Context: an optimization exercise on an open-source flow, tuned for small area and few clock cycles per item. The choices shown serve that exercise and are no tape-out recipe.
The RTL was checked by simulation tests, not by an equivalence proof against the original design.
The flow treats the clock pin as an ideal source, which a real chip does not have.
Power figures rest on the tool's default switching activity, not on a simulated workload.

<file path="design/flow/constraint.sdc">
create_clock -name core_clock -period 8.0 [get_ports {i_clk}]
set_input_delay 1.6000 -clock core_clock [delete_from_list [all_inputs] [get_ports {i_clk}]]
set_output_delay 1.6000 -clock core_clock [all_outputs]
set_load 0.01 [all_outputs]
</file>
<file path="design/flow/run.sh">
#!/bin/bash
# synth_recipe.tcl (not shown) runs the flow's synth.tcl, then flattens the netlist and writes it again
# the make line also repeats each setting of config.mk as NAME=value (left out here)
make -C /OpenROAD-flow-scripts/flow DESIGN_CONFIG=/design/flow/config.mk WORK_HOME=/design/flow/orfs CLKGATE_MAP_FILE= SYNTH_SCRIPT=/design/flow/synth_recipe.tcl finish
</file>
<file path="design/flow/design.v">
package crf_pkg;
    localparam int CHAN_W  = 2;
    localparam int BTN_W   = 9;
    localparam int DPAD_W  = 4;
    localparam int AXIS_W  = 10;
    localparam int LEVEL_W = 10;
    localparam int MODE_W  = 8;
    localparam int RPT_W   = 13;
    localparam int VAL_W   = 8;
endpackage
module crf_stick_scale #(
    parameter bit NEG = 1'b0
) (
    input  logic [crf_pkg::AXIS_W-1:0] i_axis,
    output logic [crf_pkg::VAL_W-1:0]  o_value
);
    logic [9:0] x;
    assign x = i_axis;
    generate
        if (NEG) begin : g_neg
            logic t1;
            logic t2;
            logic t3;
            logic t4;
            logic t5;
            logic t6;
            logic t7;
            logic t8;
            logic t9;
            logic t10;
            logic t11;
            logic t12;
            logic t13;
            logic t14;
            logic t15;
            logic t16;
            logic t17;
            logic t18;
            logic t19;
            logic t20;
            logic t21;
            logic t22;
            logic t23;
            logic t24;
            logic t25;
            logic t26;
            logic t27;
            logic t28;
            logic t29;
            logic t30;
            logic t31;
            logic t32;
            logic t33;
            logic t34;
            logic t35;
            logic t36;
            logic t37;
            logic t38;
            logic t39;
            logic t40;
            logic t41;
            logic t42;
            logic t43;
            logic t44;
            logic t45;
            logic t46;
            logic t47;
            logic t48;
            logic t49;
            logic t50;
            logic t51;
            logic t52;
            logic t53;
            logic t54;
            logic t55;
            logic t56;
            logic t57;
            logic t58;
            logic t59;
            logic t60;
            logic t61;
            logic t62;
            logic t63;
            assign t1 = ~x[0];
            assign t2 = (t1 & x[3]) | (t1 & x[6]) | (x[3] & x[6]);
            assign t3 = t1 ^ x[3] ^ x[6];
            assign t4 = ~x[1];
            assign t5 = (t4 & x[4]) | (t4 & x[7]) | (x[4] & x[7]);
            assign t6 = t4 ^ x[4] ^ x[7];
            assign t7 = ~x[2];
            assign t8 = (t7 & x[5]) | (t7 & x[8]) | (x[5] & x[8]);
            assign t9 = t7 ^ x[5] ^ x[8];
            assign t10 = ~x[6];
            assign t11 = (x[3] & t10) | (x[3] & x[9]) | (t10 & x[9]);
            assign t12 = x[3] ^ t10 ^ x[9];
            assign t13 = ~x[4] | x[7];
            assign t14 = x[4] ^ x[7];
            assign t15 = ~x[5] | x[8];
            assign t16 = x[5] ^ x[8];
            assign t17 = t5 | t9;
            assign t18 = t5 ^ t9;
            assign t19 = ~t15;
            assign t20 = (x[6] & x[9]) | (x[6] & t19) | (x[9] & t19);
            assign t21 = x[6] ^ x[9] ^ t19;
            assign t22 = ~t12;
            assign t23 = (t8 & t22) | (t8 & t17) | (t22 & t17);
            assign t24 = t8 ^ t22 ^ t17;
            assign t25 = ~x[7] | ~t20;
            assign t26 = x[7] ^ t20;
            assign t27 = ~t11;
            assign t28 = (t14 & t27) | (t14 & t23) | (t27 & t23);
            assign t29 = t14 ^ t27 ^ t23;
            assign t30 = ~x[8] | t25;
            assign t31 = x[8] ^ t25;
            assign t32 = (t13 & t16) | (t13 & t28) | (t16 & t28);
            assign t33 = t13 ^ t16 ^ t28;
            assign t34 = x[9] | t30;
            assign t35 = x[9] ^ t30;
            assign t36 = x[0] & x[3];
            assign t37 = x[1] & x[4];
            assign t38 = x[1] | x[4];
            assign t39 = t37 | (t38 & t36);
            assign t40 = x[2] & x[5];
            assign t41 = x[2] | x[5];
            assign t42 = t40 | (t41 & t39);
            assign t43 = t3 | t42;
            assign t44 = t2 & t6;
            assign t45 = t2 | t6;
            assign t46 = t44 | (t45 & t43);
            assign t47 = ~t18 & t46;
            assign t48 = t18 ^ t46;
            assign t49 = t24 & t47;
            assign t50 = t24 ^ t47;
            assign t51 = t29 & t49;
            assign t52 = t29 ^ t49;
            assign t53 = t33 & t51;
            assign t54 = t33 ^ t51;
            assign t55 = ~t21;
            assign t56 = (t55 & t32) | (t55 & t53) | (t32 & t53);
            assign t57 = t55 ^ t32 ^ t53;
            assign t58 = ~t26 & t56;
            assign t59 = t26 ^ t56;
            assign t60 = t31 & t58;
            assign t61 = t31 ^ t58;
            assign t62 = ~t35 & t60;
            assign t63 = t35 ^ t60;
            assign o_value = {~t63, t61, ~t59, t57, t54, t52, t50, ~t48};
        end else begin : g_pos
            logic t1;
            logic t2;
            logic t3;
            logic t4;
            logic t5;
            logic t6;
            logic t7;
            logic t8;
            logic t9;
            logic t10;
            logic t11;
            logic t12;
            logic t13;
            logic t14;
            logic t15;
            logic t16;
            logic t17;
            logic t18;
            logic t19;
            logic t20;
            logic t21;
            logic t22;
            logic t23;
            logic t24;
            logic t25;
            logic t26;
            logic t27;
            logic t28;
            logic t29;
            logic t30;
            logic t31;
            logic t32;
            logic t33;
            logic t34;
            logic t35;
            logic t36;
            logic t37;
            logic t38;
            logic t39;
            logic t40;
            logic t41;
            logic t42;
            logic t43;
            logic t44;
            logic t45;
            logic t46;
            logic t47;
            logic t48;
            logic t49;
            logic t50;
            logic t51;
            logic t52;
            logic t53;
            logic t54;
            logic t55;
            logic t56;
            logic t57;
            logic t58;
            logic t59;
            logic t60;
            logic t61;
            logic t62;
            logic t63;
            logic t64;
            logic t65;
            logic t66;
            logic t67;
            assign t1 = ~x[0] | ~x[3];
            assign t2 = x[0] ^ x[3];
            assign t3 = ~x[0];
            assign t4 = (t3 & x[3]) | (t3 & x[6]) | (x[3] & x[6]);
            assign t5 = t3 ^ x[3] ^ x[6];
            assign t6 = ~x[1];
            assign t7 = (t6 & x[4]) | (t6 & x[7]) | (x[4] & x[7]);
            assign t8 = t6 ^ x[4] ^ x[7];
            assign t9 = ~x[2];
            assign t10 = (t9 & x[5]) | (t9 & x[8]) | (x[5] & x[8]);
            assign t11 = t9 ^ x[5] ^ x[8];
            assign t12 = ~x[6];
            assign t13 = (x[3] & t12) | (x[3] & x[9]) | (t12 & x[9]);
            assign t14 = x[3] ^ t12 ^ x[9];
            assign t15 = x[4] | ~x[7];
            assign t16 = x[4] ^ x[7];
            assign t17 = x[5] | ~x[8];
            assign t18 = x[5] ^ x[8];
            assign t19 = ~t1;
            assign t20 = (x[1] & x[4]) | (x[1] & t19) | (x[4] & t19);
            assign t21 = x[1] ^ x[4] ^ t19;
            assign t22 = ~t7 | ~t11;
            assign t23 = t7 ^ t11;
            assign t24 = (x[6] & x[9]) | (x[6] & t17) | (x[9] & t17);
            assign t25 = x[6] ^ x[9] ^ t17;
            assign t26 = (x[2] & x[5]) | (x[2] & t20) | (x[5] & t20);
            assign t27 = x[2] ^ x[5] ^ t20;
            assign t28 = ~t10;
            assign t29 = (t28 & t14) | (t28 & t22) | (t14 & t22);
            assign t30 = t28 ^ t14 ^ t22;
            assign t31 = x[7] | t24;
            assign t32 = x[7] ^ t24;
            assign t33 = (t16 & t13) | (t16 & t29) | (t13 & t29);
            assign t34 = t16 ^ t13 ^ t29;
            assign t35 = x[8] | t31;
            assign t36 = x[8] ^ t31;
            assign t37 = (t15 & t18) | (t15 & t33) | (t18 & t33);
            assign t38 = t15 ^ t18 ^ t33;
            assign t39 = ~x[9] | t35;
            assign t40 = x[9] ^ t35;
            assign t41 = ~x[1] & ~x[0];
            assign t42 = ~x[2] & t41;
            assign t43 = ~t2 & t42;
            assign t44 = ~t21 & t43;
            assign t45 = ~t27 & t44;
            assign t46 = ~t5 & ~t26;
            assign t47 = ~t5 | ~t26;
            assign t48 = t46 | (t47 & t45);
            assign t49 = ~t4 & ~t8;
            assign t50 = ~t4 | ~t8;
            assign t51 = t49 | (t50 & t48);
            assign t52 = ~t23 & t51;
            assign t53 = t23 ^ t51;
            assign t54 = t30 & t52;
            assign t55 = t30 ^ t52;
            assign t56 = t34 & t54;
            assign t57 = t34 ^ t54;
            assign t58 = t38 & t56;
            assign t59 = t38 ^ t56;
            assign t60 = (t25 & t37) | (t25 & t58) | (t37 & t58);
            assign t61 = t25 ^ t37 ^ t58;
            assign t62 = ~t32 & t60;
            assign t63 = t32 ^ t60;
            assign t64 = ~t36 & t62;
            assign t65 = t36 ^ t62;
            assign t66 = t40 & t64;
            assign t67 = t40 ^ t64;
            assign o_value = {t67, ~t65, ~t63, t61, t59, t57, t55, ~t53};
        end
    endgenerate
endmodule
module crf_trig_scale (
    input  logic [crf_pkg::LEVEL_W-1:0] i_level,
    input  logic                        i_btn,
    output logic [crf_pkg::VAL_W-1:0]   o_level,
    output logic                        o_btn
);
    logic       w_dec;
    logic [7:0] w_s;
    logic       w_hi;
    logic       w_zero;
    assign w_dec  = i_level[0] ? (i_level[8:0] >= 9'd501) : (i_level[8:1] != 8'd0);
    assign w_s    = i_level[9] ? 8'hFF : (i_level[8:1] - 8'(w_dec));
    assign w_hi   = i_level >= 10'd493;
    assign w_zero = i_level < 10'd3;
    assign o_level = (i_btn && (w_hi || w_zero)) ? 8'hFF : w_s;
    assign o_btn   = w_hi || (w_zero && i_btn);
endmodule
module crf_report_build (
    input  logic [crf_pkg::BTN_W-1:0]  i_buttons,
    input  logic [crf_pkg::DPAD_W-1:0] i_dpad,
    input  logic [crf_pkg::MODE_W-1:0] i_mode,
    input  logic [crf_pkg::VAL_W-1:0]  i_rx,
    input  logic [crf_pkg::VAL_W-1:0]  i_ry,
    input  logic [crf_pkg::VAL_W-1:0]  i_tl,
    input  logic [crf_pkg::VAL_W-1:0]  i_tr,
    input  logic                       i_tl_btn,
    input  logic                       i_tr_btn,
    output logic [crf_pkg::RPT_W-2:0]  o_buttons,    
    output logic [crf_pkg::VAL_W-1:0]  o_rx,
    output logic [crf_pkg::VAL_W-1:0]  o_ry,
    output logic [crf_pkg::VAL_W-1:0]  o_tl,
    output logic [crf_pkg::VAL_W-1:0]  o_tr
);
    logic w_low;        
    logic w_snib;       
    logic w_tnib;       
    logic w_tzero;      
    assign w_low   = (i_mode[7:2] == 6'd0);
    assign w_snib  = w_low && (i_mode[1] ^ i_mode[0]);
    assign w_tnib  = w_low && !i_mode[0];
    assign w_tzero = (i_mode == 8'd4);
    assign o_buttons = {i_dpad[2], i_dpad[3], i_dpad[1], i_dpad[0],
                        i_tr_btn, i_tl_btn, i_buttons[4], i_buttons[7] | i_buttons[8],
                        i_buttons[3:0]};
    assign o_rx = w_snib ? {4'd0, i_rx[7:4]} : i_rx;
    assign o_ry = w_snib ? {4'd0, i_ry[7:4]} : i_ry;
    assign o_tl = w_tzero ? 8'd0 : w_tnib ? {4'd0, i_tl[7:4]} : i_tl;
    assign o_tr = w_tzero ? 8'd0 : w_tnib ? {4'd0, i_tr[7:4]} : i_tr;
endmodule
module controller_report_formatter_unit (
    input  logic                              i_clk,
    input  logic                              i_rst_n,
    input  logic                              i_upd_valid,
    output logic                              o_upd_ready,
    input  logic [crf_pkg::CHAN_W-1:0]        i_upd_channel,
    input  logic [crf_pkg::BTN_W-1:0]         i_upd_button_bits,
    input  logic [crf_pkg::DPAD_W-1:0]        i_upd_dpad_bits,
    input  logic signed [crf_pkg::AXIS_W-1:0] i_upd_axis_left_x,
    input  logic signed [crf_pkg::AXIS_W-1:0] i_upd_axis_left_y,
    input  logic signed [crf_pkg::AXIS_W-1:0] i_upd_axis_right_x,
    input  logic signed [crf_pkg::AXIS_W-1:0] i_upd_axis_right_y,
    input  logic [crf_pkg::LEVEL_W-1:0]       i_upd_brake_level,
    input  logic [crf_pkg::LEVEL_W-1:0]       i_upd_throttle_level,
    input  logic [crf_pkg::MODE_W-1:0]        i_upd_analog_mode,
    output logic                              o_rpt_valid,
    input  logic                              i_rpt_ready,
    output logic [crf_pkg::CHAN_W-1:0]        o_rpt_out_channel,
    output logic [crf_pkg::RPT_W-1:0]         o_rpt_report_buttons,
    output logic [crf_pkg::VAL_W-1:0]         o_rpt_stick_lx,
    output logic [crf_pkg::VAL_W-1:0]         o_rpt_stick_ly,
    output logic [crf_pkg::VAL_W-1:0]         o_rpt_stick_rx,
    output logic [crf_pkg::VAL_W-1:0]         o_rpt_stick_ry,
    output logic [crf_pkg::VAL_W-1:0]         o_rpt_trig_left,
    output logic [crf_pkg::VAL_W-1:0]         o_rpt_trig_right
);
    logic                      r_valid;
    logic                      w_take;
    logic [crf_pkg::VAL_W-1:0] w_lx, w_ly, w_rx, w_ry, w_tl, w_tr;
    logic                      w_tl_btn, w_tr_btn;
    logic [crf_pkg::RPT_W-2:0] n_buttons;
    logic [crf_pkg::VAL_W-1:0] n_rx, n_ry, n_tl, n_tr;
    logic [crf_pkg::CHAN_W-1:0] r_channel;
    logic [crf_pkg::RPT_W-2:0]  r_buttons;
    logic [crf_pkg::VAL_W-1:0]  r_lx, r_ly, r_rx, r_ry, r_tl, r_tr;
    assign o_upd_ready = !r_valid || i_rpt_ready;
    assign w_take      = o_upd_ready && i_upd_valid;
    crf_stick_scale #(.NEG(1'b0)) u_lx (.i_axis(i_upd_axis_left_x),  .o_value(w_lx));
    crf_stick_scale #(.NEG(1'b1)) u_ly (.i_axis(i_upd_axis_left_y),  .o_value(w_ly));
    crf_stick_scale #(.NEG(1'b0)) u_rx (.i_axis(i_upd_axis_right_x), .o_value(w_rx));
    crf_stick_scale #(.NEG(1'b1)) u_ry (.i_axis(i_upd_axis_right_y), .o_value(w_ry));
    crf_trig_scale u_tl (
        .i_level (i_upd_brake_level),
        .i_btn   (i_upd_button_bits[5]),
        .o_level (w_tl),
        .o_btn   (w_tl_btn)
    );
    crf_trig_scale u_tr (
        .i_level (i_upd_throttle_level),
        .i_btn   (i_upd_button_bits[6]),
        .o_level (w_tr),
        .o_btn   (w_tr_btn)
    );
    crf_report_build u_build (
        .i_buttons (i_upd_button_bits),
        .i_dpad    (i_upd_dpad_bits),
        .i_mode    (i_upd_analog_mode),
        .i_rx      (w_rx),
        .i_ry      (w_ry),
        .i_tl      (w_tl),
        .i_tr      (w_tr),
        .i_tl_btn  (w_tl_btn),
        .i_tr_btn  (w_tr_btn),
        .o_buttons (n_buttons),
        .o_rx      (n_rx),
        .o_ry      (n_ry),
        .o_tl      (n_tl),
        .o_tr      (n_tr)
    );
    always_ff @(posedge i_clk) begin
        if (!i_rst_n) begin
            r_valid <= 1'b0;
        end else if (o_upd_ready) begin
            r_valid <= i_upd_valid;
        end
    end
    always_ff @(posedge i_clk) begin
        if (w_take) begin
            r_channel <= i_upd_channel;
            r_buttons <= n_buttons;
            r_lx      <= w_lx;
            r_ly      <= w_ly;
            r_rx      <= n_rx;
            r_ry      <= n_ry;
            r_tl      <= n_tl;
            r_tr      <= n_tr;
        end
    end
    assign o_rpt_valid          = r_valid;
    assign o_rpt_out_channel    = r_channel;
    assign o_rpt_report_buttons = {1'b1, r_buttons};
    assign o_rpt_stick_lx       = r_lx;
    assign o_rpt_stick_ly       = r_ly;
    assign o_rpt_stick_rx       = r_rx;
    assign o_rpt_stick_ry       = r_ry;
    assign o_rpt_trig_left      = r_tl;
    assign o_rpt_trig_right     = r_tr;
endmodule
</file>
<file path="design/flow/config.mk">
export PLATFORM = sky130hd
export DESIGN_NAME = controller_report_formatter_unit
export DESIGN_NICKNAME = controller_report_formatter_unit
export VERILOG_FILES = /design/flow/design.v
export SDC_FILE = /design/flow/constraint.sdc
export NUM_CORES = 4
export LEC_CHECK = 0
export CAP_MARGIN = 20
export CORE_MARGIN = 2
export CORE_UTILIZATION = 40
export CTS_BUF_LIST = sky130_fd_sc_hd__clkbuf_4
export SLEW_MARGIN = 20
</file>
==> results of run 1 <==
==> routing by layer <==
metal | global-route usage (%) | vias up | share of wire [%]
li1 | - | 1781 | -
met1 | 21.3 | 1654 | 45
met2 | 27.6 | 96 | 47
met3 | 5.01 | 12 | 6.4
met4 | 6.35 | 0 | 1.6
met5 | 0 | - | 0
==> sequential cells by signal, indices dropped and copies added (netlist names) <==
name       cells
r_buttons     12
r_lx           8
r_ly           8
r_rx           8
r_ry           8
r_tl           8
r_tr           8
r_channel      2
r_valid        1
==> worst min-delay path, cell delays in order (launching register included) <==
cell and delay [ps]:
dfxtp_1 330, nand2b_1 110, a21boi_0 90
==> per-stage QoR <==
stage	setup WS [ps]	hold WS, ps
2_1_floorplan	2870	610
3_5_place_dp	2100	545
6_report	2590	560
3_3_place_gp	2240	516
4_1_cts	2600	561
5_1_grt	2330	579
==> path summary, 6_finish.rpt <==
kind | from | to | slack (ps) | cells after the start
max | i_upd_axis_right_x[0] | r_rx[3] | 2590 | 20
min | r_valid | r_valid | 560 | 2
max reg2reg | r_valid | r_lx[7] | 6070 | 3
min reg2reg | r_valid | r_valid | 560 | 2
==> power breakdown <==
part,total [uW],switching [uW],internal [uW]
clock,289,130,159
combinational,392,181,211
sequential,440,11.0,429
==> layout by cell type (no fill, tap or decap), types with 4 or more instances in the layout <==
cell type,count
edfxtp_1,62
nor2b_1,7
a21o_1,4
xnor2_1,10
o21ai_0,13
maj3_1,4
nand3_1,4
ha_1,63
a21oi_1,13
xor2_1,4
a211oi_1,5
nor4_1,4
nor3_1,10
nor2_1,19
clkdlybuf4s50_1,150
mux2_2,5
clkbuf_4,9
fa_1,40
inv_1,109
o22ai_1,7
==> final cells by class <==
type	instances	area, um^2	area share [%]
flip-flops and latches	63	1880	27.7
repair buffers	153	1520	22.4
diodes	1	2.50	0.0368
inverters	109	409	6.01
clock buffers	9	67.6	0.993
well taps	147	184	2.70
clock inverters	7	120	1.77
multi-input cells	258	2620	38.4
==> logic make-up (layout without fill, tap and decap cells) <==
logic type | count (synthesis) | count (layout) | synth area share, %
fa+ha+maj | 107 | 107 | 33.0
xor+xnor | 14 | 14 | 2.48
mux | 6 | 6 | 1.34
other cells | 1 | 2 | 0.0759
flops | 63 | 63 | 38.1
compound gates | 60 | 60 | 7.67
simple gates | 70 | 70 | 8.36
buf+inv | 114 | 278 | 8.99
==> summary.txt, run 1 <==
Post-Synthesis Net Count=625; fin nets=784; PostCTS Resize Cnt=0; Total Power=1120 uW; Post-Synthesis Cells=435; HP Class=reg2reg; Arrival @ worst endpoint=5590 ps; Mapped Area=4940 um^2; clock latency on the worst-skew pair=430 ps; most frequent cell after synthesis=inv_1; drt wl/cell=14.1 um; vias in the first global route=3657; clock skew=8.82 ps; I/O Pins=152; core area=12000 um^2; Final Hold Violating Endpoints=0; data required time at the worst endpoint=8180 ps; post-route ant nets=0; RSZ-0062 raised after global routing=false; Area Overhead vs Synth=37.7%; cell chosen for the clock root=clkbuf_4; fmax=0.185 GHz; largest cells by area after synthesis=edfxtp_1, fa_1, ha_1; Rel. slew slack=32.2%; most used cell, CP=ha_1; clock tree from TritonCTS=yes; Initial Utilization=41.1%; dpl cells=730; Yosys Warn Count=1; pin count of the biggest net entering global routing=37; setup TNS=0 ps; maximum resistive drop on vdd=0.0831 mV; routed vias=3543; Non-Filler Instances=747; Final Max Slew Viols=0; post-route cell area=6800 um^2; CTS max path bufs=2; DR pass1 iterations=4; Seq cells post-synth=63; status=complete, no violations; Mean Syn Cell Area=11.4 um^2; Synth async-reset ratio=0%; Worst-path clk slew=110 ps; fin crit share=67.6%; Crit-path slowest cell=clkdlybuf4s50_1; RD Place Congestion=0.855; cell family with most CP delay=adder cells; number of synthesized flops with an enable pin=62; CTS sink count=63; Worst setup SP type=input pin; Synth area leader=edfxtp_1; first-pass GRT wire length=17.1 mm; Tot GR Track Use=16.9%; Final min period=5410 ps; ys flop type=edfxtp_1; drt drc=0; Initial DRC Count=120; post-CTS setup buffer count=0; max-cap viol count=0; Num CTS Buffers=9; Post-DP Area=6610 um^2; die area=13300 um^2; Synth cell types=49; share of cells above drive strength 1=5.51%; num rows=40; Buf/Inv on CP=3; pwr/cell area=165 nW/um^2; die height=115 um; cts hold-fix bufs=0; crit path cell chain=clkdlybuf4s50_1, ha_1, fa_1, fa_1, nor2_1, a21oi_1, o21ai_0, maj3_1, ha_1, ha_1, ha_1, ha_1, inv_1, fa_1, inv_1, ha_1, ha_1, xnor2_1, xnor2_1, a21oi_1; critical path class=in2reg; total gr overflow=0; Max FO, Critical Path=4; Core Util, Final=56.6%; DP HPWL=8.78 mm; vias per inst=4.74; largest stage delay on the critical path=500 ps; post-synthesis sequential area ratio=38.1%; worst-margin pin slew=1010 ps; routed wire length=10.5 mm; synth cell count leaders=inv_1, ha_1, edfxtp_1, fa_1, nor2_1; PortBufs=150; Synth top area share=37.7%; # setup viols final=0; CP Capture Type=flop; Filler cells=1075; Die W=115 um; H-tree depth=3; initial antenna violation count=0; leak pwr=0.00296 uW
Testbench counts, summed over its fixed seeds: cycles 16,008, items 16,000.
==> run 2, diff against run 1 <==
--- a/design/flow/config.mk
+++ b/design/flow/config.mk
@@ -8,5 +8,4 @@
 export CAP_MARGIN = 20
 export CORE_MARGIN = 2
 export CORE_UTILIZATION = 40
-export CTS_BUF_LIST = sky130_fd_sc_hd__clkbuf_4
 export SLEW_MARGIN = 20
==> run 2 against run 1 <==
Compared with the run above:
- core utilization rose by 1.3 points
- die area unchanged
- area after synthesis stayed put
- fmax fell by 1.8%
- synthesized cell count is the same
- combinational power is essentially flat
- routed wire length grew 0.29%
- cell area up 2.3%
- total power rose by 15%
- clock power up 58%
- worst setup slack worse by 100 ps
- largest cell class unchanged
- highest routed layer unchanged
==> summary.txt, run 2 <==
Comb pwr share=30.4%; CP Capture Type=flop; Max FO, Critical Path=4; Initial DRC Count=116; Synth area leader=edfxtp_1; pin count of the biggest net entering global routing=37; maximum resistive drop on vdd=0.121 mV; Net Sw Power=344 uW; Non-Filler Instances=747; Initial Utilization=41.1%; total gr overflow=0; CTS sink count=63; Clk pwr share=35.4%; core area=12000 um^2; PostCTS Resize Cnt=0; Num CTS Buffers=9; setup slack, reg-to-reg=6060 ps; drt wl/cell=14.1 um; PortBufs=150; number of synthesized flops with an enable pin=62; worst r2r dst=r_lx[7]; Synth top area share=37.7%; share of cells above drive strength 1=5.51%; ys flop type=edfxtp_1; Area Overhead vs Synth=40.9%; post-CTS setup buffer count=0; Mean Syn Cell Area=11.4 um^2; GRT Max-Usage Layer=met2; routed wire length=10.5 mm; post-synthesis sequential area ratio=38.1%; DR pass1 iterations=4; HP Class=reg2reg; clock latency on the worst-skew pair=340 ps; die area=13300 um^2; largest cells by area after synthesis=edfxtp_1, fa_1, ha_1; Critical R2R Launch=r_valid; max-cap viol count=0; CTS max path bufs=2; Synth cell types=49; Largest Register=r_buttons; Mapped Area=4940 um^2; vias per inst=4.78; Tot GR Track Use=16.9%; setup TNS=0 ps; Post-Synthesis Net Count=625; dpl cells=730; leak pwr=0.00303 uW; Final min period=5510 ps; H-tree depth=3; worst-margin pin slew=1010 ps; die height=115 um; Final Max Slew Viols=0; initial antenna violation count=0; clock tree from TritonCTS=yes; Hold EP=r_valid; sequential power share=34.2%; worst-case reg-to-reg path depth=3; hold path start=r_valid; Core Util, Final=58.0%; Die W=115 um; Yosys Warn Count=1; Final Hold Violating Endpoints=0; Int Power=946 uW; RD Place Congestion=0.855; synth cell count leaders=inv_1, ha_1, edfxtp_1, fa_1, nor2_1; post-route ant nets=0; clock skew=2.80 ps; Arrival @ worst endpoint=5590 ps; data required time at the worst endpoint=8080 ps; met3 Resource Use GR=5.01%; M1 GR Usage=21.4%; cell chosen for the clock root=clkbuf_16; Worst setup SP type=input pin; fmax=0.182 GHz; sw frac=26.7%; cts hold-fix bufs=0; max FFs per register=12; first-pass GRT wire length=17.2 mm; met2 Use GR=27.6%; Synth async-reset ratio=0%; WHS Path Cells=2; RSZ-0062 raised after global routing=false; I/O Pins=152; commonest non-fill, non-tap cell in the layout=clkdlybuf4s50_1; drt drc=0; critical path class=in2reg; most frequent cell after synthesis=inv_1; vias in the first global route=3656; status=complete, no violations; fin nets=784; DP HPWL=8.78 mm; routed vias=3570; Worst-path clk slew=50 ps; pwr/cell area=185 nW/um^2; Post-Synthesis Cells=435; num rows=40; most frequent cells in the layout=clkdlybuf4s50_1, inv_1, ha_1; # setup viols final=0; Seq cells post-synth=63; Rel. slew slack=31.9%; fin crit share=68.8%
## run 2: kinds of logic (layout without fill, tap and decap cells)
kind of cell / after synthesis / count (layout) / share of synthesized area [%]
AND/OR/NAND/NOR: 70 / 70 / 8.36
flip-flops: 63 / 63 / 38.1
XOR/XNOR: 14 / 14 / 2.48
other: 1 / 2 / 0.0759
AO/OA/AOI/OAI: 60 / 60 / 7.67
buffers and inverters: 114 / 278 / 8.99
adder cells (fa/ha/maj): 107 / 107 / 33.0
multiplexers: 6 / 6 / 1.34
## run 2: worst max path at each step
stage,from,end,slack (ps)
after floorplan,i_upd_axis_right_x[0],r_rx[3],2870
after global placement,i_upd_axis_right_x[0],r_rx[3],2240
after detailed placement,i_upd_axis_right_x[0],r_rx[3],2100
after CTS,i_upd_axis_right_x[0],r_rx[3],2470
after global routing,i_upd_axis_right_x[0],r_rx[3],2190
final,i_upd_axis_right_x[0],r_rx[3],2490
## run 2: per-stage QoR
step	hold slack (ps)	total power [uW]	worst slack, ps	instance area (um^2)
after floorplan	610	646	2870	4940
after detailed placement	545	848	2100	6610
after global placement	516	844	2240	6610
final	552	1290	2490	6960
after CTS	552	1310	2470	6960
after global routing	569	1380	2190	6960
## run 2: cell type report
class / instances / area [um^2]
multi-input cells: 258 / 2620
well taps: 147 / 184
fillers: 1049 / 5050
inverters: 109 / 409
diodes: 1 / 2.50
flip-flops and latches: 63 / 1880
clock inverters: 7 / 120
clock buffers: 9 / 225
repair buffers: 153 / 1520
## run 2: power groups by stage
stage	logic, uW	clock network [uW]	registers (uW)
global route	449	481	446
detailed placement	399	0	449
CTS	403	468	442
floorplan	172	0	474
global placement	396	0	448
finish	392	457	441
## run 2: worst max-delay path, stage by stage
cell	delay, ps
clkdlybuf4s50_1	500
ha_1	260
fa_1	380
fa_1	490
nor2_1	50
a21oi_1	110
o21ai_0	90
maj3_1	360
ha_1	190
ha_1	180
ha_1	180
ha_1	170
inv_1	60
fa_1	150
inv_1	40
ha_1	170
ha_1	190
xnor2_1	170
xnor2_1	170
a21oi_1	90
## run 2: layer usage
metal / part of all wire (%) / wire [um] / vias up
li1: - / - / 1781
met1: 44 / 4690 / 1674
met2: 47 / 5010 / 99
met3: 6.4 / 678 / 16
met4: 1.6 / 170 / 0
met5: 0 / 0 / -
==> run 3, diff against run 2 <==
--- a/design/flow/config.mk
+++ b/design/flow/config.mk
@@ -8,4 +8,5 @@
 export CAP_MARGIN = 20
 export CORE_MARGIN = 2
 export CORE_UTILIZATION = 40
+export CTS_BUF_LIST = sky130_fd_sc_hd__clkbuf_8
 export SLEW_MARGIN = 20
==> run 3 against run 2 <==
Compared with the run above:
- non-clock buffer count did not move
- clock skew grew 2.0 ps
- critical path type unchanged
- clock-buffer cell count stayed put
- register-to-register slack hardly changed
- critical endpoint unchanged
- largest power group is now sequential cells
- area after synthesis did not move
- via count is 0.25% lower
- first-iteration DRC count shrank 3.4%
==> summary.txt, run 3 <==
PostCTS Resize Cnt=0; post-route ant nets=0; Area Overhead vs Synth=38.8%; total gr overflow=0; fmax=0.182 GHz; clock tree from TritonCTS=yes; Rel. slew slack=32.0%; commonest non-fill, non-tap cell in the layout=clkdlybuf4s50_1; post-synthesis xor/xnor area fraction=2.48%; Largest Register=r_buttons; pin count of the biggest net entering global routing=37; setup TNS=0 ps; Synth area leader=edfxtp_1; post-synthesis sequential area ratio=38.1%; maximum resistive drop on vdd=0.0904 mV; synth cell count leaders=inv_1, ha_1, edfxtp_1, fa_1, nor2_1; Post-Synthesis Net Count=625; Initial DRC Count=112; initial antenna violation count=0; routed vias=3561; data required time at the worst endpoint=8100 ps; vias in the first global route=3662; share of cells above drive strength 1=5.51%; Yosys Warn Count=1; status=complete, no violations; PortBufs=150; DR pass1 iterations=4; HP Class=reg2reg; Final Hold Violating Endpoints=0; CTS sink count=63; drt drc=0; max-cap viol count=0; Post-Synthesis Cells=435; RSZ-0062 raised after global routing=false; Tot GR Track Use=17.0%; max FFs per register=12; Worst setup SP type=input pin; largest cells by area after synthesis=edfxtp_1, fa_1, ha_1; die area=13300 um^2; post-synthesis mux area share=1.34%; cell chosen for the clock root=clkbuf_8; clock latency on the worst-skew pair=360 ps; core area=12000 um^2; worst-margin pin slew=1010 ps; adder-cell share of the synthesized area=33.0%; H-tree depth=3; vias per inst=4.77; main combinational cell family by area after synthesis=adder cells; fin nets=784; num rows=40; Die W=115 um; leak pwr=0.00298 uW; post-CTS setup buffer count=0; cts hold-fix bufs=0; fin crit share=68.5%; most frequent cells in the layout=clkdlybuf4s50_1, inv_1, ha_1; die height=115 um; Synth top area share=37.7%; pwr/cell area=172 nW/um^2; Num CTS Buffers=9; Seq cells post-synth=63; # setup viols final=0; Total Power=1180 uW; Final Max Slew Viols=0; critical path class=in2reg; drt wl/cell=14.1 um; Mean Syn Cell Area=11.4 um^2; compound-cell area share of the yosys netlist=7.67%; Synth cell types=49; routed wire length=10.5 mm; first-pass GRT wire length=17.2 mm; Non-Filler Instances=746; simple-gate area share of the yosys netlist=8.36%; I/O Pins=152; Initial Utilization=41.1%; Mapped Area=4940 um^2; RD Place Congestion=0.855; dpl cells=730; CTS max path bufs=2; clock skew=4.77 ps; Final min period=5480 ps; most frequent cell after synthesis=inv_1; Worst-path clk slew=70 ps; Synth async-reset ratio=0%; Arrival @ worst endpoint=5590 ps; number of synthesized flops with an enable pin=62; Antenna Cells=0; Filler cells=1064; DP HPWL=8.78 mm; Max FO, Critical Path=4; hold slack=555 ps; ys flop type=edfxtp_1; CP Capture Type=flop
-- run 3: cell counts after synthesis --
Identical to the previous run, type by type.
-- run 3: final timing paths --
| path | from | endpoint | depth (start not counted) | slack, ps |
|---|---|---|---|---|
| setup / recovery | i_upd_axis_right_x[0] | r_rx[3] | 20 | 2520 |
| hold / removal | r_valid | r_valid | 2 | 550 |
| setup reg to reg | r_valid | r_lx[7] | 3 | 6070 |
| hold reg to reg | r_valid | r_valid | 2 | 550 |
-- run 3: logic make-up (layout without fill, tap and decap cells) --
kind of cell,Yosys count,in the layout
compound gates,60,60
buf+inv,114,278
flops,63,63
fa+ha+maj,107,107
other cells,1,1
xor+xnor,14,14
simple gates,70,70
mux,6,6
-- run 3: critical path: stages --
cell             delay, ps
clkdlybuf4s50_1        500
ha_1                   260
fa_1                   380
fa_1                   490
nor2_1                  50
a21oi_1                110
o21ai_0                 90
maj3_1                 360
ha_1                   190
ha_1                   180
ha_1                   180
ha_1                   170
inv_1                   60
fa_1                   150
inv_1                   40
ha_1                   170
ha_1                   190
xnor2_1                160
xnor2_1                160
a21oi_1                 90
-- run 3: power by group --
group          internal, uW  total [uW]  switching (uW)
sequential              430         441            10.9
clock                   208         347             139
combinational           211         392             182
total                   848        1180             331
-- run 3: through the flow --
stage | instance area, um^2 | setup WS (ps) | util (%)
after global placement | 6610 | 2240 | 55.1
after detailed placement | 6610 | 2100 | 55.1
final | 6860 | 2520 | 57.1
after CTS | 6860 | 2500 | 57.1
after global routing | 6860 | 2230 | 57.1
after floorplan | 4940 | 2870 | -
-- run 3: area by class of cell --
| class | instances | area (um^2) | area share [%] |
|---|---|---|---|
| multi-input combinational | 258 | 2620 | 38.1 |
| clock buffer | 9 | 124 | 1.81 |
| sequential | 63 | 1880 | 27.4 |
| timing repair buffer | 153 | 1520 | 22.2 |
| clock inverter | 7 | 120 | 1.75 |
| tap | 147 | 184 | 2.68 |
| inverter | 109 | 409 | 5.97 |
-- run 3: per-layer routing --
layer,GRT usage (%),vias to the layer above,wire [um]
met5,0,-,0
met4,7.55,0,218
met3,4.53,16,669
met2,27.6,102,4960
met1,21.4,1664,4700
li1,-,1779,-
==> run 4, diff against run 3 <==
==> design/flow/flow/run.sh (new file) <==
#!/bin/bash
# Own layout flow: the standard flow with three changes.
#  1. Synthesis is the standard synthesis script (synth_recipe.tcl and ORFS's synth.tcl) except
#     that Yosys's "abc -fast" pre-mapping in synth's fine step is skipped and extract_fa looks
#     for full adders only, so the hand-built adder structure of the RTL reaches the adder
#     mapping as written. Registers, their names and cell types are those of the standard
#     synthesis (only the combinational mapping differs).
#     The final ABC mapping of the remaining logic uses flow/abc_area.script (area-oriented
#     amap) in place of ORFS's speed script.
#  2. Ports are buffered with sky130_fd_sc_hd__buf_1 (every input and output still gets its
#     own buffer, as in the standard flow).
#  3. Everything after synthesis is standard.sh (the standard flow's own layout) unchanged.
# Each tool's output goes to a log file in this folder.
set -euo pipefail
W=$PWD
S=$FLOW_HOME/scripts/synth.tcl
sed -e 's/synth -top \$::env(DESIGN_NAME) -run fine: {\*}\$synth_full_args/synth -top $::env(DESIGN_NAME) -run fine: -noabc {*}$synth_full_args/' \
    -e 's/extract_fa {\*}\[dont_use_extract_fa_args\]/extract_fa -fa/' \
    -e "s#^source \$::env(SCRIPTS_DIR)/synth_preamble.tcl\$#&\nlset abc_args 1 $W/flow/abc_area.script#" \
    "$S" > "$W/own_synth.tcl"
grep -q -- '-run fine: -noabc' "$W/own_synth.tcl"
grep -q -- 'extract_fa -fa$' "$W/own_synth.tcl"
grep -q -- "^lset abc_args 1 $W/flow/abc_area.script" "$W/own_synth.tcl"
sed -e "s#\$::env(SCRIPTS_DIR)/synth.tcl#$W/own_synth.tcl#" "$W/synth_recipe.tcl" > "$W/own_synth_recipe.tcl"
grep -q "$W/own_synth.tcl" "$W/own_synth_recipe.tcl"
KNOBS=$(sed -n 's/^make .* SYNTH_SCRIPT=[^ ]* \(.*\) "\${@:-finish}"$/\1/p' "$W/standard.sh")
eval "make -C $FLOW_HOME DESIGN_CONFIG=$W/config.mk WORK_HOME=$W/orfs CLKGATE_MAP_FILE= SYNTH_SCRIPT=$W/own_synth_recipe.tcl $KNOBS synth" > "$W/synth.log" 2>&1
export BUFFER_PORTS_ARGS="-buffer_cell sky130_fd_sc_hd__buf_1"
bash "$W/standard.sh" > "$W/layout.log" 2>&1
==> design/flow/flow/abc_area.script (new file) <==
strash
ifraig
dc2
dch -f
amap
topo
stime -c
==> design/flow/standard.sh (new file) <==
#!/bin/bash
# synth_recipe.tcl (not shown) runs the flow's synth.tcl, then flattens the netlist and writes it again
# the make line also repeats each setting of config.mk as NAME=value (left out here)
make -C /OpenROAD-flow-scripts/flow DESIGN_CONFIG=/design/flow/config.mk WORK_HOME=/design/flow/orfs CLKGATE_MAP_FILE= SYNTH_SCRIPT=/design/flow/synth_recipe.tcl "${@:-finish}"
--- a/design/flow/config.mk
+++ b/design/flow/config.mk
@@ -9,4 +9,6 @@
 export CORE_MARGIN = 2
 export CORE_UTILIZATION = 40
 export CTS_BUF_LIST = sky130_fd_sc_hd__clkbuf_8
+export CTS_CLUSTER_DIAMETER = 100
+export CTS_CLUSTER_SIZE = 32
 export SLEW_MARGIN = 20
removed: design/flow/run.sh
==> run 4 against run 3 <==
Compared with the run above:
- clock skew rose by 0.55 ps
- final cell count decreased by 2.1%
- hold slack improved by 140 ps
- clock-buffer cell count rose by 3
- critical path depth is 3 lower
- global-route usage is 0.40 points higher
- cell area fell by 25%
- combinational power shrank 29%
- register-to-register slack got worse by 110 ps
- worst setup slack better by 570 ps
- non-clock buffer count fell by 1
- die area is 14% lower
==> summary.txt, run 4 <==
clock latency on the worst-skew pair=330 ps; Synth top area share=44.0%; Total Power=960 uW; initial antenna violation count=1; share of cells above drive strength 1=3.20%; Non-Filler Instances=730; core area=10300 um^2; Synth async-reset ratio=0%; DR pass1 iterations=7; maximum resistive drop on vdd=0.0726 mV; vias in the first global route=3429; Post-Synthesis Cells=427; most used cell, CP=fa_1; die height=107 um; Arrival @ worst endpoint=4990 ps; worst-margin pin slew=883 ps; Synth cell types=30; cts hold-fix bufs=0; most frequent cell after synthesis=clkinv_1; drt wl/cell=13.0 um; max-cap viol count=0; CTS max path bufs=2; setup TNS=0 ps; Mapped Area=4230 um^2; PortBufs=150; PostCTS Resize Cnt=0; DP HPWL=7.94 mm; I/O Pins=152; HP Class=reg2reg; Multi-input gate area=2070 um^2; Die W=107 um; vias per inst=4.87; critical path class=in2reg; final worst slack=3090 ps; pin count of the biggest net entering global routing=34; post-route ant nets=0; Max FO, Critical Path=4; post-synthesis sequential area ratio=44.5%; Final Max Slew Viols=0; Initial DRC Count=141; num rows=37; RSZ-0062 raised after global routing=false; setup slack, reg-to-reg=5960 ps; # setup viols final=0; fin nets=716; total gr overflow=0; Seq cells post-synth=63; routed vias=3553; commonest non-fill, non-tap cell in the layout=buf_1; CTS sink count=63; synth cell count leaders=clkinv_1, nor2_1, edfxtp_1, fa_1, nand2_1; dpl cells=714; Worst setup SP type=input pin; max FFs per register=12; H-tree depth=3; largest stage delay on the critical path=560 ps; Filler cells=1025; Buf/Inv on CP=5; CP Capture Type=flop; Largest Register=r_buttons; RD Place Congestion=0.844; Crit-path slowest cell=fa_1; crit path cell chain=buf_1, clkinv_1, fa_1, clkinv_1, nor2_1, fa_1, fa_1, clkinv_1, fa_1, nand2_1, fa_1, clkinv_1, nand2_1, o32ai_1, nor2_1, a21oi_1, o22ai_1; Final Hold Violating Endpoints=0; pre-CTS setup slack=2710 ps; Tot GR Track Use=17.4%; post-CTS setup buffer count=0; Yosys Warn Count=1; leak pwr=0.00173 uW; Rel. slew slack=40.5%; cell family with most CP delay=adder cells; fin crit share=61.4%; drt drc=0; pwr/cell area=186 nW/um^2; fmax=0.204 GHz; Post-Synthesis Net Count=554; Worst-path clk slew=70 ps; Initial Utilization=41.2%; clock tree from TritonCTS=yes; Antenna Cells=0; Mean Syn Cell Area=9.91 um^2; Final min period=4910 ps; Synth area leader=edfxtp_1; number of synthesized flops with an enable pin=62; routed wire length=9.47 mm; clock skew=5.32 ps; ys flop type=edfxtp_1; most frequent cells in the layout=buf_1, clkinv_1, nor2_1; Num CTS Buffers=9; Area Overhead vs Synth=22.2%; status=complete, no violations; die area=11400 um^2; FF+latch area=1880 um^2; data required time at the worst endpoint=8080 ps; cell chosen for the clock root=clkbuf_8; largest cells by area after synthesis=edfxtp_1, fa_1, clkinv_1; first-pass GRT wire length=15.7 mm
run 4: cell count changes after synthesis, sizes merged, moves of 5 or more:
| cell | delta |
|---|---|
| nor2 | +56 |
| xnor2 | -10 |
| a21oi | +9 |
| ha | -63 |
| o21a | +6 |
| clkinv | +77 |
| a22oi | +5 |
| mux2 | -5 |
| inv | -109 |
| a211oi | +9 |
| nand2 | +34 |
| o21ai | +15 |
run 4: path summary, 6_finish.rpt:
| check | from | to | cells past startpoint |
|---|---|---|---|
| worst max register to register | r_valid | r_tl[1] | 3 |
| worst max-delay path | i_upd_axis_right_y[5] | r_ry[3] | 17 |
| worst min register to register | r_valid | r_valid | 2 |
| worst min-delay path | r_valid | r_valid | 2 |
run 4: worst reg2reg max path, stage by stage, from the launching register on:
cell and delay [ps]:
dfxtp_1 310, nor2b_1 170, nor2b_4 680, buf_4 530
run 4: final cells by class:
cell class | instances | area share [%]
well taps | 136 | 3.29
clock inverters | 4 | 0.411
repair buffers | 152 | 11.2
flip-flops and latches | 63 | 36.4
clock buffers | 12 | 3.19
inverters | 77 | 5.59
multi-input cells | 286 | 40.0
run 4: where the power goes:
part | internal, uW | leakage, uW | switching [uW]
combinational | 107 | 0.00103 | 172
sequential | 418 | 0.000600 | 10.2
clock | 136 | 0.0000996 | 117
total | 661 | 0.00173 | 299
run 4: kinds of logic (layout without fill, tap and decap cells):
| family | Yosys count | in the layout | synth area share (%) |
|---|---|---|---|
| buffers and inverters | 78 | 245 | 7.01 |
| adder cells (fa/ha/maj) | 40 | 40 | 18.9 |
| other | 1 | 1 | 0.0886 |
| flip-flops | 63 | 63 | 44.5 |
| AO/OA/AOI/OAI | 107 | 107 | 16.0 |
| AND/OR/NAND/NOR | 138 | 138 | 13.5 |
run 4: metrics by stage:
| stage | utilization [%] | hold WS (ps) | cell area (um^2) |
|---|---|---|---|
| after floorplan | - | 672 | 4230 |
| after global placement | 48.5 | 674 | 4990 |
| after detailed placement | 48.5 | 683 | 4990 |
| after CTS | 50.3 | 697 | 5170 |
| after global routing | 50.3 | 710 | 5170 |
| final | 50.3 | 694 | 5170 |
run 4: metal layers:
metal	up-vias	GRT usage [%]	wire, um	part of all wire [%]
li1	1813	-	-	-
met1	1634	22.4	4070	43
met2	91	29.5	4720	50
met3	13	3.59	528	5.6
met4	2	5.75	132	1.4
met5	-	0	16	0.17
==> run 5, diff against run 4 <==
--- a/design/flow/config.mk
+++ b/design/flow/config.mk
@@ -9,6 +9,4 @@
 export CORE_MARGIN = 2
 export CORE_UTILIZATION = 40
 export CTS_BUF_LIST = sky130_fd_sc_hd__clkbuf_8
-export CTS_CLUSTER_DIAMETER = 100
-export CTS_CLUSTER_SIZE = 32
 export SLEW_MARGIN = 20
==> run 5 against run 4 <==
Compared with the run above:
- sequential power about the same
- sequential share of layout area unchanged
- clock skew unchanged
- total power unchanged
- synthesized cell count unchanged
- critical path depth unchanged
- flip-flop and latch count unchanged
- clock-buffer cell count unchanged
- fmax unchanged
- non-clock buffer count unchanged
- combinational power about the same
- via count unchanged
- critical path type unchanged
==> summary.txt, run 5 <==
Antenna Cells=0; largest cells by area after synthesis=edfxtp_1, fa_1, clkinv_1; fin crit share=61.4%; data required time at the worst endpoint=8080 ps; first-pass GRT wire length=15.7 mm; status=complete, no violations; # setup viols final=0; RSZ-0062 raised after global routing=false; Mapped Area=4230 um^2; most frequent cell after synthesis=clkinv_1; vias per inst=4.87; worst-case reg-to-reg path depth=3; RD Place Congestion=0.844; H-tree depth=3; largest stage delay on the critical path=560 ps; die height=107 um; post-route ant nets=0; pre-CTS setup slack=2710 ps; Arrival @ worst endpoint=4990 ps; clock skew=5.32 ps; pwr/cell area=186 nW/um^2; pin count of the biggest net entering global routing=34; Mean Syn Cell Area=9.91 um^2; Tot GR Track Use=17.4%; Synth async-reset ratio=0%; I/O Pins=152; ys flop type=edfxtp_1; clock latency on the worst-skew pair=330 ps; total gr overflow=0; Post-Synthesis Net Count=554; Final Max Slew Viols=0; num rows=37; Synth top area share=44.0%; core area=10300 um^2; drt wl/cell=13.0 um; Initial Utilization=41.2%; max-cap viol count=0; HP Class=reg2reg; Num CTS Buffers=9; routed wire length=9.47 mm; Synth area leader=edfxtp_1; vias in the first global route=3429; fmax=0.204 GHz; CTS sink count=63; Yosys Warn Count=1; PortBufs=150; CTS max path bufs=2; DP HPWL=7.94 mm; Area Overhead vs Synth=22.2%; worst r2r dst=r_tl[1]; Crit-path slowest cell=fa_1; Worst-path clk slew=70 ps; final worst slack=3090 ps; hold slack=694 ps; crit path cell chain=buf_1, clkinv_1, fa_1, clkinv_1, nor2_1, fa_1, fa_1, clkinv_1, fa_1, nand2_1, fa_1, clkinv_1, nand2_1, o32ai_1, nor2_1, a21oi_1, o22ai_1; Filler cells=1025; PostCTS Resize Cnt=0; Largest Register=r_buttons; Seq cells post-synth=63; initial antenna violation count=1; most frequent cells in the layout=buf_1, clkinv_1, nor2_1; Post-Synthesis Cells=427; maximum resistive drop on vdd=0.0726 mV; routed vias=3553; synth cell count leaders=clkinv_1, nor2_1, edfxtp_1, fa_1, nand2_1; cell chosen for the clock root=clkbuf_8; clock tree from TritonCTS=yes; Die W=107 um; die area=11400 um^2; Critical R2R Launch=r_valid; CP Capture Type=flop; most used cell, CP=fa_1; Critical Path Sink=r_ry[3]; commonest non-fill, non-tap cell in the layout=buf_1; leak pwr=0.00173 uW; number of synthesized flops with an enable pin=62; worst-margin pin slew=883 ps; Final Hold Violating Endpoints=0; critical path class=in2reg; Synth cell types=30; post-synthesis sequential area ratio=44.5%; Final min period=4910 ps; crit path from=i_upd_axis_right_y[5]; max FFs per register=12; Initial DRC Count=141; drt drc=0; Rel. slew slack=40.5%; setup slack, reg-to-reg=5960 ps; Total Power=960 uW; share of cells above drive strength 1=3.20%; Max FO, Critical Path=4; fin nets=716; post-CTS setup buffer count=0; Worst setup SP type=input pin; setup TNS=0 ps; cts hold-fix bufs=0; DR pass1 iterations=7
## run 5: cell type report
cell class / instances / area [um^2] / share of cell area, %
repair buffers: 152 / 578 / 11.2
flip-flops and latches: 63 / 1880 / 36.4
inverters: 77 / 289 / 5.59
clock inverters: 4 / 21.3 / 0.411
clock buffers: 12 / 165 / 3.19
multi-input cells: 286 / 2070 / 40.0
well taps: 136 / 170 / 3.29
## run 5: cells by family after synthesis
kind of cell	Yosys count	share of synthesized area (%)
adder cells (fa/ha/maj)	40	18.9
flip-flops	63	44.5
buffers and inverters	78	7.01
AND/OR/NAND/NOR	138	13.5
AO/OA/AOI/OAI	107	16.0
other	1	0.0886
## run 5: per-layer routing
| metal | vias to the layer above | global-route usage, % | wire length (um) |
|---|---|---|---|
| li1 | 1813 | - | - |
| met1 | 1634 | 22.4 | 4070 |
| met2 | 91 | 29.5 | 4720 |
| met3 | 13 | 3.59 | 528 |
| met4 | 2 | 5.75 | 132 |
| met5 | - | 0 | 16 |
## run 5: how the worst min path moves through the flow
| stage | startpoint | to | slack [ps] | cells past startpoint |
|---|---|---|---|---|
| after floorplan | r_valid | r_valid | 670 | 2 |
| after global placement | r_valid | r_valid | 670 | 2 |
| after detailed placement | r_valid | r_valid | 680 | 2 |
| after CTS | r_valid | r_valid | 700 | 2 |
| after global routing | r_valid | r_valid | 710 | 2 |
| final | r_valid | r_valid | 690 | 2 |
## run 5: power breakdown
part           leakage [uW]  internal, uW  total, uW  switching, uW
clock network     0.0000996           136        252            117
logic               0.00103           107        279            172
registers          0.000600           418        428           10.2
## run 5: stage by stage
stage	instance area, um^2	instances	utilization [%]
floorplan	4230	427	-
global placement	4990	714	48.5
detailed placement	4990	714	48.5
CTS	5170	730	50.3
global route	5170	730	50.3
finish	5170	730	50.3
## run 5: critical path: cells and delay by family
kind | cells | cell delay [ps]
adder cells (fa/ha/maj) | 5 | 1970
AO/OA/AOI/OAI | 3 | 440
buffers and inverters | 5 | 570
AND/OR/NAND/NOR | 4 | 410
==> run 6, diff against run 5 <==
--- a/design/flow/flow/run.sh
+++ b/design/flow/flow/run.sh
@@ -9,7 +9,8 @@
 #     amap) in place of ORFS's speed script.
 #  2. Ports are buffered with sky130_fd_sc_hd__buf_1 (every input and output still gets its
 #     own buffer, as in the standard flow).
-#  3. Everything after synthesis is standard.sh (the standard flow's own layout) unchanged.
+#  3. Clock tree synthesis takes its arguments from flow/cts_args.txt (no dummy loads).
+#  4. Everything after synthesis is standard.sh (the standard flow's own layout) unchanged.
 # Each tool's output goes to a log file in this folder.
 set -euo pipefail
 W=$PWD
@@ -26,4 +27,8 @@
 KNOBS=$(sed -n 's/^make .* SYNTH_SCRIPT=[^ ]* \(.*\) "\${@:-finish}"$/\1/p' "$W/standard.sh")
 eval "make -C $FLOW_HOME DESIGN_CONFIG=$W/config.mk WORK_HOME=$W/orfs CLKGATE_MAP_FILE= SYNTH_SCRIPT=$W/own_synth_recipe.tcl $KNOBS synth" > "$W/synth.log" 2>&1
 export BUFFER_PORTS_ARGS="-buffer_cell sky130_fd_sc_hd__buf_1"
+# clock tree options (replace ORFS's clock_tree_synthesis arguments when flow/cts_args.txt exists)
+if [[ -f "$W/flow/cts_args.txt" ]]; then
+  export CTS_ARGS="$(cat "$W/flow/cts_args.txt")"
+fi
 bash "$W/standard.sh" > "$W/layout.log" 2>&1
==> design/flow/flow/cts_args.txt (new file) <==
-sink_clustering_enable -repair_clock_nets -buf_list {sky130_fd_sc_hd__clkbuf_4 sky130_fd_sc_hd__clkbuf_8} -dont_use_dummy_load -sink_clustering_size 24 -sink_clustering_max_diameter 150
==> run 6 against run 5 <==
Compared with the run above:
- flip-flop and latch count did not move
- critical path type unchanged
- total power fell by 5.6%
- fmax shrank 0.20%
- routed wire length decreased by 1.1%
- critical endpoint unchanged
- clock power down 21%
- critical path depth did not move
- first-iteration DRC count is 7.1% lower
- still clean on timing, DRC and antenna
- area after synthesis did not move
==> summary.txt, run 6 <==
max FFs per register=12; main combinational cell family by area after synthesis=adder cells; Hold EP=r_valid; met3 Resource Use GR=3.59%; number of synthesized flops with an enable pin=62; Synth area leader=edfxtp_1; M1 GR Usage=22.3%; leak pwr=0.00170 uW; Mapped Area=4230 um^2; post-synthesis xor/xnor area fraction=0%; Synth async-reset ratio=0%; met2 Use GR=29.0%; die height=107 um; status=complete, no violations; post-synthesis mux area share=0%; Non-Filler Instances=723; Die W=107 um; dpl cells=714; Max FO, Critical Path=4; Worst-path clk slew=60 ps; pwr/cell area=177 nW/um^2; Arrival @ worst endpoint=4990 ps; Crit-path slowest cell=fa_1; post-synthesis sequential area ratio=44.5%; Synth top area share=44.0%; hold path start=r_valid; worst-margin pin slew=856 ps; adder-cell share of the synthesized area=18.9%; Initial Utilization=41.2%; drt wl/cell=13.0 um; WHS Path Cells=2; FF+latch area=1880 um^2; Final min period=4920 ps; Post-Synthesis Cells=427; first-pass GRT wire length=15.6 mm; HP Class=reg2reg; Final Hold Violating Endpoints=0; Initial DRC Count=131; die area=11400 um^2; max-cap viol count=0; Synth cell types=30; Buf/Inv on CP=5; simple-gate area share of the yosys netlist=13.5%; Largest Register=r_buttons; post-CTS setup buffer count=0; Area Overhead vs Synth=20.7%; most frequent cells in the layout=buf_1, clkinv_1, nor2_1; Filler cells=1023; Tot GR Track Use=17.3%; maximum resistive drop on vdd=0.0711 mV; CTS sink count=63; fmax=0.203 GHz; cts hold-fix bufs=0; fin nets=716; Critical R2R Launch=r_valid; synth cell count leaders=clkinv_1, nor2_1, edfxtp_1, fa_1, nand2_1; worst r2r dst=r_buttons[1]; vias in the first global route=3394; share of cells above drive strength 1=2.21%; crit path cell chain=buf_1, clkinv_1, fa_1, clkinv_1, nor2_1, fa_1, fa_1, clkinv_1, fa_1, nand2_1, fa_1, clkinv_1, nand2_1, o32ai_1, nor2_1, a21oi_1, o22ai_1; most frequent cell after synthesis=clkinv_1; DP HPWL=7.94 mm; largest stage delay on the critical path=560 ps; Num CTS Buffers=9; Post-Synthesis Net Count=554; Seq cells post-synth=63; pin count of the biggest net entering global routing=34; core area=10300 um^2; initial antenna violation count=1; ys flop type=edfxtp_1; Antenna Cells=0; setup slack, reg-to-reg=5930 ps; compound-cell area share of the yosys netlist=16.0%; RSZ-0062 raised after global routing=false; fin crit share=61.5%; I/O Pins=152; vias per inst=4.91; crit path from=i_upd_axis_right_y[5]; post-route ant nets=0; PortBufs=150; PostCTS Resize Cnt=0; Yosys Warn Count=1; largest cells by area after synthesis=edfxtp_1, fa_1, clkinv_1; num rows=37; clock tree from TritonCTS=yes; routed vias=3550; RD Place Congestion=0.844; commonest non-fill, non-tap cell in the layout=buf_1; Final Max Slew Viols=0; Multi-input gate area=2070 um^2; routed wire length=9.36 mm; cell family with most CP delay=adder cells; Rel. slew slack=42.8%; CP Capture Type=flop; GRT Max-Usage Layer=met2; setup TNS=0 ps; DR pass1 iterations=6; total gr overflow=0; # setup viols final=0; clock latency on the worst-skew pair=320 ps; most used cell, CP=fa_1; Worst setup SP type=input pin; data required time at the worst endpoint=8070 ps; critical path class=in2reg; clock skew=16.8 ps; worst-case reg-to-reg path depth=3; Mean Syn Cell Area=9.91 um^2; drt drc=0
-- run 6: changes by cell type in the layout (fill, tap and decap cells not counted), sizes merged --
cell / before / now
clkinv: 79 / 77
clkbuf: 12 / 9
clkinvlp: 1 / 0
inv: 1 / 0
-- run 6: metrics by stage --
step | util [%] | hold slack, ps | area (um^2) | worst slack [ps] | total power (uW)
after floorplan | - | 672 | 4230 | 3070 | 623
after global placement | 48.5 | 674 | 4990 | 2850 | 709
after detailed placement | 48.5 | 683 | 4990 | 2710 | 717
after CTS | 49.7 | 697 | 5110 | 3070 | 920
after global routing | 49.7 | 710 | 5110 | 2650 | 975
final | 49.7 | 694 | 5110 | 3080 | 906
-- run 6: how the worst max path moves through the flow --
| stage | depth (start not counted) | slack, ps | end |
|---|---|---|---|
| 2_1_floorplan | 16 | 3070 | r_rx[3] |
| 3_3_place_gp | 17 | 2850 | r_rx[3] |
| 3_5_place_dp | 17 | 2710 | r_ry[3] |
| 4_1_cts | 17 | 3070 | r_ry[3] |
| 5_1_grt | 17 | 2650 | r_ry[3] |
| 6_report | 17 | 3080 | r_ry[3] |
-- run 6: logic make-up after synthesis --
logic type	count (synthesis)
AOI/OAI and AO/OA	107
adders and majority gates	40
buffers and inverters	78
DFF	63
other	1
and+or+nand+nor	138
-- run 6: report_power, final --
group	total [uW]	switching (uW)	internal (uW)	leakage (uW)
logic	279	172	107	0.00103
clock network	199	98.9	99.8	0.0000647
registers	429	10.1	418	0.000600
-- run 6: tightest hold or removal path, delay by kind of cell (launching register included) --
family	cells	cell delay, ps
AOI/OAI and AO/OA	1	170
DFF	1	310
and+or+nand+nor	1	170
-- run 6: final cells by class --
type / instances / area share, %
inverter: 77 / 5.66
clock buffer: 9 / 2.42
timing repair buffer: 152 / 11.3
tap: 136 / 3.33
sequential: 63 / 36.8
multi-input combinational: 286 / 40.5
-- run 6: layer usage --
metal,wire length [um],up-vias
met4,131,2
met1,4050,1632
met2,4640,94
met5,16,-
met3,526,13
li1,-,1809
==> run 7, diff against run 6 <==
==> design/flow/flow/cts_args.txt (replaced) <==
-sink_clustering_enable -repair_clock_nets -buf_list sky130_fd_sc_hd__clkbuf_16 -dont_use_dummy_load
==> run 7 against run 6 <==
Compared with the run above:
- still clean on timing, DRC and antenna
- area after synthesis stayed put
- final cell count unchanged
- clock-buffer cell count unchanged
- via count is 0.48% lower
- total power grew 12%
- cell area up 2.0%
- synthesized cell count unchanged
- non-clock buffer count did not move
- critical path type unchanged
- critical endpoint unchanged
- highest routed layer unchanged
==> summary.txt, run 7 <==
HP Class=reg2reg; Num CTS Buffers=9; Yosys Warn Count=1; DR pass1 iterations=6; Die W=107 um; most frequent cells in the layout=buf_1, clkinv_1, nor2_1; Final Hold Violating Endpoints=0; CTS sink count=63; clock tree from TritonCTS=yes; I/O Pins=152; Worst-path clk slew=50 ps; Synth async-reset ratio=0%; Rel. slew slack=43.1%; Initial DRC Count=119; synth cell count leaders=clkinv_1, nor2_1, edfxtp_1, fa_1, nand2_1; vias in the first global route=3386; leak pwr=0.00174 uW; fin crit share=61.7%; Post-Synthesis Cells=427; Filler cells=1008; most frequent cell after synthesis=clkinv_1; pwr/cell area=195 nW/um^2; RD Place Congestion=0.844; Tot GR Track Use=17.1%; Mapped Area=4230 um^2; Antenna Cells=0; DP HPWL=7.94 mm; largest cells by area after synthesis=edfxtp_1, fa_1, clkinv_1; drt drc=0; Post-DP Area=4990 um^2; # setup viols final=0; total gr overflow=0; Max FO, Critical Path=4; commonest non-fill, non-tap cell in the layout=buf_1; share of cells above drive strength 1=2.21%; largest stage delay on the critical path=560 ps; post-synthesis sequential area ratio=44.5%; CP Capture Type=flop; critical path class=in2reg; Total Power=1010 uW; first-pass GRT wire length=15.6 mm; Synth cell types=30; die height=107 um; Worst setup SP type=input pin; max-cap viol count=0; ys flop type=edfxtp_1; Final Max Slew Viols=0; pin count of the biggest net entering global routing=34; Synth area leader=edfxtp_1; RSZ-0062 raised after global routing=false; fin nets=716; number of synthesized flops with an enable pin=62; core area=10300 um^2; data required time at the worst endpoint=8060 ps; Post-Synthesis Net Count=554; clock skew=13.8 ps; maximum resistive drop on vdd=0.0893 mV; PostCTS Resize Cnt=0; crit path cell chain=buf_1, clkinv_1, fa_1, clkinv_1, nor2_1, fa_1, fa_1, clkinv_1, fa_1, nand2_1, fa_1, clkinv_1, nand2_1, o32ai_1, nor2_1, a21oi_1, o22ai_1; PortBufs=150; vias per inst=4.89; cts hold-fix bufs=0; most used cell, CP=fa_1; drt wl/cell=12.9 um; num rows=37; die area=11400 um^2; Seq cells post-synth=63; Initial Utilization=41.2%; Final min period=4940 ps; post-CTS setup buffer count=0; max FFs per register=12; Mean Syn Cell Area=9.91 um^2; post-route cell area=5210 um^2; Largest Register=r_buttons; Area Overhead vs Synth=23.1%; initial antenna violation count=1; Arrival @ worst endpoint=4990 ps; Crit-path slowest cell=fa_1; post-route ant nets=0; routed vias=3533; setup TNS=0 ps; status=complete, no violations; fmax=0.203 GHz; Synth top area share=44.0%; worst-margin pin slew=845 ps; clock latency on the worst-skew pair=310 ps; routed wire length=9.36 mm
-- run 7: per-layer routing --
layer / GRT usage, % / vias up / share of wire [%]
li1: - / 1811 / -
met1: 22.3 / 1632 / 44
met2: 29.2 / 84 / 50
met3: 4.13 / 4 / 5.4
met4: 3.53 / 2 / 0.49
met5: 0 / - / 0.14
-- run 7: final cells by class --
class	count	area, um^2	area share (%)
clock buffer	9	225	4.32
inverter	77	289	5.55
multi-input combinational	286	2070	39.7
sequential	63	1880	36.1
tap	136	170	3.27
timing repair buffer	152	578	11.1
-- run 7: cells by family (layout without fill, tap and decap cells) --
kind of cell | after synthesis | after routing | share of synthesized area, %
simple gates | 138 | 138 | 13.5
buf+inv | 78 | 238 | 7.01
flops | 63 | 63 | 44.5
compound gates | 107 | 107 | 16.0
other cells | 1 | 1 | 0.0886
fa+ha+maj | 40 | 40 | 18.9
-- run 7: worst max-delay path, delay by kind of cell --
kind	cells	cell delay, ps
AOI/OAI and AO/OA	3	440
buffers and inverters	5	570
and+or+nand+nor	4	410
adders and majority gates	5	1970
-- run 7: path summary, 6_finish.rpt --
path | endpoint | from | slack, ps | cells after the start
max | r_ry[3] | i_upd_axis_right_y[5] | 3060 | 17
min | r_valid | r_valid | 690 | 2
max reg2reg | r_buttons[1] | r_valid | 5940 | 3
min reg2reg | r_valid | r_valid | 690 | 2
-- run 7: through the flow --
stage          setup WS (ps)  hold slack (ps)  instances  utilization (%)
2_1_floorplan           3070              672        427                -
3_3_place_gp            2850              674        714             48.5
3_5_place_dp            2710              683        714             48.5
4_1_cts                 3040              695        723             50.7
5_1_grt                 2630              708        723             50.7
6_report                3060              692        723             50.7
-- run 7: where the power goes --
group	switching [uW]	internal, uW	total (uW)
registers	10.1	419	429
clock network	111	196	306
logic	172	107	279
total	293	722	1010

==> port drivers added, routing unchanged <==
Ports are ideal in the flow. The routed layouts listed here were re-timed in OpenROAD.
Step 1 (the two cells are an assumption about what drives the block):
set clk [get_ports {i_clk}]
set_driving_cell -lib_cell sky130_fd_sc_hd__clkbuf_16 $clk
set_driving_cell -lib_cell sky130_fd_sc_hd__buf_2 [delete_from_list [all_inputs] $clk]
Step 2 also shifts input and output timing later by t, the mid clock arrival at the registers, as if the neighbouring blocks saw the same clock.
a / b / c = ideal / step 1 / step 2; a / b = the first two.
run	shift t [ns]	setup slack, ns	hold slack, ns	worst setup path after step 2	clock arrival spread, ns
run 1	0.464	2.594 / 2.605 / 2.141	0.560 / 0.560 / 0.560	input to register	0.016 / 0.015
run 2	0.372	2.493 / 2.506 / 2.133	0.552 / 0.552 / 0.552	input to register	0.005 / 0.005
run 3	0.393	2.517 / 2.528 / 2.135	0.555 / 0.555 / 0.555	input to register	0.009 / 0.008
run 4	0.355	3.088 / 3.095 / 2.740	0.694 / 0.694 / 0.694	input to register	0.008 / 0.009
run 5	0.355	3.088 / 3.095 / 2.740	0.694 / 0.694 / 0.694	input to register	0.008 / 0.009
run 6	0.346	3.078 / 3.085 / 2.740	0.694 / 0.694 / 0.694	input to register	0.017 / 0.017
run 7	0.339	3.064 / 3.077 / 2.739	0.692 / 0.692 / 0.692	input to register	0.015 / 0.015
After both steps every run listed still meets setup and hold. For run 1, which loses most, drivers alone change the setup slack by +0.011 ns; drivers and shift together by -0.453 ns.
